From an optimization exercise on the open Yosys and OpenROAD flow, aimed at small area and a short achievable clock period; shortcuts taken in it are not production practice. In this exercise RTL edits were held to simulation tests only and were not proved equivalent to the original. The clock input has no modelled driver; a real chip could not lean on it and would need a root buffer or a full tree. Power and IR drop assume default switching activity.

==> flow/design.v (excerpt) <==
module spi_acl_responder #(
  parameter int          ADDR_W  = 6,
  parameter logic [7:0]  DEVID   = 8'hAD,
  parameter int          SYNC_FF = 2
) (
  input  logic              CLK,
  input  logic              RST,
  input  logic              SCLK,
  input  logic              SS,
  input  logic              SDI,
  output logic              SDO,
  input  logic              smp_valid,
  input  logic [7:0]        smp_x,
  input  logic [7:0]        smp_y,
  input  logic [7:0]        smp_z,
  output logic [7:0]        pwr_ctl,
  output logic              wr_stb,
  output logic [ADDR_W-1:0] wr_addr,
  output logic [7:0]        wr_data,
  output logic              frame_done,
  output logic              cmd_err
);
==> flow/config.mk <==
export PLATFORM = sky130hd
export DESIGN_NAME = spi_acl_responder
export DESIGN_NICKNAME = spi_acl_responder
export VERILOG_FILES = /design/flow/design.v
export SDC_FILE = /design/flow/constraint.sdc
export NUM_CORES = 4
export LEC_CHECK = 0
export ABC_AREA = 1
export ABC_CLOCK_PERIOD_IN_PS = 2200
export CAP_MARGIN = 20
export CORE_MARGIN = 2
export CORE_UTILIZATION = 65
export CTS_BUF_LIST = sky130_fd_sc_hd__clkbuf_16
export CTS_CLUSTER_DIAMETER = 60
export CTS_CLUSTER_SIZE = 30
export PLACE_DENSITY = 0.75
export SETUP_SLACK_MARGIN = 4.1
export SLEW_MARGIN = 20
==> flow/constraint.sdc <==
create_clock -name core_clock -period 6.0 [get_ports {CLK}]
set_input_delay 1.2000 -clock core_clock [delete_from_list [all_inputs] [get_ports {CLK}]]
set_output_delay 1.2000 -clock core_clock [all_outputs]
set_load 0.01 [all_outputs]
standard.sh (not shown) runs the stock make flow with config.mk's settings and CLKGATE_MAP_FILE= SYNTH_SCRIPT=/design/flow/synth_recipe.tcl, a recipe that flattens the netlist after the stock synthesis.
==> flow/flow/run.sh <==
#!/bin/bash
set -euo pipefail
export BUFFER_PORTS_ARGS="-buffer_cell sky130_fd_sc_hd__buf_2"
export CTS_ARGS="-sink_clustering_enable -repair_clock_nets -sink_clustering_size 30 -sink_clustering_max_diameter 60 -buf_list sky130_fd_sc_hd__clkbuf_16 -dont_use_dummy_load"
export POST_CTS_TCL="$PWD/flow/quad_clk.tcl"
bash standard.sh > standard.log 2>&1
Other scripts of this flow, unchanged in this note and not shown: flow/flow/quad_clk.tcl
Next try:
--- a/flow/config.mk
+++ b/flow/config.mk
@@ -16,3 +16,3 @@
 export PLACE_DENSITY = 0.75
-export SETUP_SLACK_MARGIN = 4.1
+export SETUP_SLACK_MARGIN = 4.0
 export SLEW_MARGIN = 20
- die area does not change
- worst setup slack stays flat
- power is about the same
Next try:
==> flow/flow/run.sh (replaced) <==
#!/bin/bash
set -euo pipefail
export BUFFER_PORTS_ARGS="-buffer_cell sky130_fd_sc_hd__buf_2"
export CTS_ARGS="-sink_clustering_enable -repair_clock_nets -sink_clustering_size 18 -sink_clustering_max_diameter 40 -buf_list sky130_fd_sc_hd__clkbuf_8 -root_buf sky130_fd_sc_hd__clkbuf_16 -dont_use_dummy_load"
export POST_CTS_TCL="$PWD/flow/quad_clk.tcl"
bash standard.sh > standard.log 2>&1
--- a/flow/config.mk
+++ b/flow/config.mk
@@ -12,5 +12,5 @@
 export CORE_UTILIZATION = 65
-export CTS_BUF_LIST = sky130_fd_sc_hd__clkbuf_16
-export CTS_CLUSTER_DIAMETER = 60
-export CTS_CLUSTER_SIZE = 30
+export CTS_BUF_LIST = sky130_fd_sc_hd__clkbuf_8
+export CTS_CLUSTER_DIAMETER = 40
+export CTS_CLUSTER_SIZE = 18
 export PLACE_DENSITY = 0.75
The changed run finished clean; maximum frequency falls by 1.7%; sequential power is about the same; die area does not change; design area stays flat; area after synthesis does not change; worst setup slack gets worse by 34 ps; global-route usage hardly moves.

---

harbor:
Another version of the RTL of spi_acl_responder (not shown whole).
For scale: ~1300 cells after synthesis, ~620 flip-flops, ~56 I/O pins.
==> flow/design.v (excerpt) <==
module spi_acl_responder #(
  parameter int          ADDR_W  = 6,
  parameter logic [7:0]  DEVID   = 8'hAD,
  parameter int          SYNC_FF = 2
) (
  input  logic              CLK,
  input  logic              RST,
  input  logic              SCLK,
  input  logic              SS,
  input  logic              SDI,
  output logic              SDO,
  input  logic              smp_valid,
  input  logic [7:0]        smp_x,
  input  logic [7:0]        smp_y,
  input  logic [7:0]        smp_z,
  output logic [7:0]        pwr_ctl,
  output logic              wr_stb,
  output logic [ADDR_W-1:0] wr_addr,
  output logic [7:0]        wr_data,
  output logic              frame_done,
  output logic              cmd_err
);
==> flow/config.mk <==
export PLATFORM = sky130hd
export DESIGN_NAME = spi_acl_responder
export DESIGN_NICKNAME = spi_acl_responder
export VERILOG_FILES = /design/flow/design.v
export SDC_FILE = /design/flow/constraint.sdc
export NUM_CORES = 4
export LEC_CHECK = 0
export ABC_AREA = 1
export ABC_CLOCK_PERIOD_IN_PS = 2200
export CAP_MARGIN = 20
export CORE_MARGIN = 2
export CORE_UTILIZATION = 65
export CTS_BUF_LIST = sky130_fd_sc_hd__clkbuf_16
export CTS_CLUSTER_DIAMETER = 50
export CTS_CLUSTER_SIZE = 24
export PLACE_DENSITY = 0.75
export SETUP_SLACK_MARGIN = 3.9
export SLEW_MARGIN = 20
==> flow/constraint.sdc <==
create_clock -name core_clock -period 6.0 [get_ports {CLK}]
set_input_delay 1.2000 -clock core_clock [delete_from_list [all_inputs] [get_ports {CLK}]]
set_output_delay 1.2000 -clock core_clock [all_outputs]
set_load 0.01 [all_outputs]
==> flow/flow/run.sh <==
#!/bin/bash
set -euo pipefail
export BUFFER_PORTS_ARGS="-buffer_cell sky130_fd_sc_hd__buf_2"
export CTS_ARGS="-sink_clustering_enable -repair_clock_nets -sink_clustering_size 24 -sink_clustering_max_diameter 50 -buf_list sky130_fd_sc_hd__clkbuf_16 -dont_use_dummy_load"
export POST_CTS_TCL="$PWD/flow/quad_clk.tcl"
bash standard.sh > standard.log 2>&1
Other scripts of this flow, unchanged in this note and not shown: flow/flow/quad_clk.tcl
Having completed the whole flow, harbor delivered a layout that passed the timing, design-rule and antenna checks.
Modified inputs, pepper compared to harbor
==> flow/flow/run.sh <==
#!/bin/bash
set -euo pipefail
export BUFFER_PORTS_ARGS="-buffer_cell sky130_fd_sc_hd__buf_2"
export CTS_ARGS="-sink_clustering_enable -repair_clock_nets -sink_clustering_size 30 -sink_clustering_max_diameter 60 -buf_list sky130_fd_sc_hd__clkbuf_16 -dont_use_dummy_load"
export POST_CTS_TCL="$PWD/flow/quad_clk.tcl"
bash standard.sh > standard.log 2>&1
--- a/flow/config.mk
+++ b/flow/config.mk
@@ -14,2 +14,2 @@
-export CTS_CLUSTER_DIAMETER = 50
-export CTS_CLUSTER_SIZE = 24
+export CTS_CLUSTER_DIAMETER = 60
+export CTS_CLUSTER_SIZE = 30
@@ -17 +17 @@
-export SETUP_SLACK_MARGIN = 3.9
+export SETUP_SLACK_MARGIN = 4.0
Results
- Number of global-route vias before repair delta for pepper relative to harbor: 238 lower
- Summary of pepper over harbor: area of all sequential standard cells comparable, final instance area now smaller.
- The run showing the greater total routed wirelength is harbor.
- Clock network fraction of total power (pepper over harbor): decrease, 1.8 points
Edits applied to the flow inputs when going from pepper to quartz:
--- a/flow/config.mk
+++ b/flow/config.mk
@@ -17 +17 @@
-export SETUP_SLACK_MARGIN = 4.0
+export SETUP_SLACK_MARGIN = 3.9
### Flow results
Fmax of quartz is on par with pepper. On quartz: detailed route wirelength on metal2 is 1.6% lower than what pepper gave. Taking pepper as the reference, in quartz inverter count held steady; smallest hold slack held steady; final period demand of the worst path held steady.
Edits applied to the flow inputs when going from quartz to fjord:
--- a/flow/config.mk
+++ b/flow/config.mk
@@ -8 +7,0 @@
-export ABC_AREA = 1
@@ -17 +16 @@
-export SETUP_SLACK_MARGIN = 3.9
+export SETUP_SLACK_MARGIN = 4.0
Findings:
Relative to quartz, detail-routed net length per standard cell has increased by about 18% in fjord.
For quartz, the timing endpoint of the critical path was SDO, unlike fjord, where it was sdo_n$_SDFF_PP1_.
Of quartz and fjord, fjord shows the higher wire length of the first global-routing pass, with quartz below it.
Summary — placed instance area, fjord relative to quartz: higher, by about 0.5%.
Compared fjord vs quartz, and transition time at the pin with the least slew margin is down in fjord.

---

## the previous run
Another version of the RTL of spi_acl_responder (not shown whole).
For scale: ~1300 cells after synthesis, about 610 flip-flops, roughly 56 I/O pins, about 17000 um^2 of cells after synthesis.
==> flow/config.mk <==
export PLATFORM = sky130hd
export DESIGN_NAME = spi_acl_responder
export DESIGN_NICKNAME = spi_acl_responder
export VERILOG_FILES = /design/flow/design.v
export SDC_FILE = /design/flow/constraint.sdc
export NUM_CORES = 4
export LEC_CHECK = 0
export ABC_AREA = 1
export ABC_CLOCK_PERIOD_IN_PS = 2200
export CAP_MARGIN = 20
export CORE_MARGIN = 2
export CORE_UTILIZATION = 65
export CTS_BUF_LIST = sky130_fd_sc_hd__clkbuf_16
export CTS_CLUSTER_DIAMETER = 60
export CTS_CLUSTER_SIZE = 30
export PLACE_DENSITY = 0.75
export SETUP_SLACK_MARGIN = 4.0
export SLEW_MARGIN = 20
==> flow/constraint.sdc <==
create_clock -name core_clock -period 6.0 [get_ports {CLK}]
set_input_delay 1.2000 -clock core_clock [delete_from_list [all_inputs] [get_ports {CLK}]]
set_output_delay 1.2000 -clock core_clock [all_outputs]
set_load 0.01 [all_outputs]
==> flow/flow/run.sh <==
#!/bin/bash
set -euo pipefail
export BUFFER_PORTS_ARGS="-buffer_cell sky130_fd_sc_hd__buf_2"
export CTS_ARGS="-sink_clustering_enable -repair_clock_nets -sink_clustering_size 30 -sink_clustering_max_diameter 60 -buf_list sky130_fd_sc_hd__clkbuf_16 -dont_use_dummy_load"
export POST_CTS_TCL="$PWD/flow/unroot_clk.tcl"
bash standard.sh > standard.log 2>&1
==> flow/flow/unroot_clk.tcl <==
proc unroot_clock_tree {} {
  set block [ord::get_db_block]
  set clknet [$block findNet CLK]
  set roots {}
  foreach it [$clknet getITerms] { if {[$it isInputSignal]} { lappend roots $it } }
  if {[llength $roots] != 1} { puts "unroot: [llength $roots] root pins, left alone"; return }
  set rit [lindex $roots 0]
  set root [$rit getInst]
  set x [$root findITerm X]
  set rootnet [$x getNet]
  set loads {}
  foreach lt [$rootnet getITerms] { if {[$lt isInputSignal]} { lappend loads $lt } }
  if {[llength $loads] > 4} { puts "unroot: root drives [llength $loads] pins, left alone"; return }
  foreach lt $loads { $lt disconnect; $lt connect $clknet }
  $rit disconnect
  $x disconnect
  odb::dbInst_destroy $root
  odb::dbNet_destroy $rootnet
  puts "unroot: CLK now drives [llength $loads] clock buffers directly"
}
unroot_clock_tree
The previous run: all stages complete, timing, DRC and antenna checks passed
Inputs modified between the previous run and the current run:
Settings: SETUP_SLACK_MARGIN: 4.0 -> 3.8.
[summary]
Result: PASS for each of the current run and the previous run
The worst hold margin was comparable across the current run and the previous run.
Diff the previous run -> the current run | first-pass GRT wire length | decrease of 550 um
Going from the previous run to the current run, met2 layer usage reported by global route moved down, final routed wirelength across all metal layers moved down.

## what the ideal ports hide
The flow's constraints put no driver on any port. The routed layouts listed below were extracted and timed again, unchanged, in two steps. Step 1 (the two cells are an assumption about what drives the block):
set clk [get_ports {CLK}]
set_driving_cell -lib_cell sky130_fd_sc_hd__clkbuf_16 $clk
set_driving_cell -lib_cell sky130_fd_sc_hd__buf_2 [delete_from_list [all_inputs] $clk]
Step 2 moves the port delays by t, midway between the first and last clock arrival at a register: inputs arrive t later, outputs are due t later. That takes back most of the time a late clock gives input paths. a / b / c = ideal / step 1 / step 2; a / b = the first two.
run | t (ns) | setup WS [ns] | worst setup path at the end | pins driven straight from the clock port
the first run of note 1 | 0.441 | 3.987 / 3.885 / 3.808 | input to register | 4
the second run of note 1 | 0.426 | 3.988 / 3.886 / 3.768 | input to register | 4
the third run of note 1 | 0.429 | 3.954 / 3.855 / 3.748 | input to register | 4
harbor | 0.448 | 3.916 / 3.811 / 3.816 | input to register | 4
pepper | 0.434 | 3.917 / 3.812 / 3.710 | input to register | 4
quartz | 0.431 | 3.917 / 3.815 / 3.829 | input to register | 4
fjord | 0.432 | 3.913 / 3.817 / 3.786 | input to register | 4
the previous run | 0.476 | 3.896 / 3.837 / 3.680 | input to register | 2
the current run | 0.476 | 3.897 / 3.838 / 3.465 | input to register | 2
After both steps setup and hold are still met in every run listed. The setup slack of the current run, which loses most, moves by -0.059 ns with the drivers and by -0.432 ns with both steps.
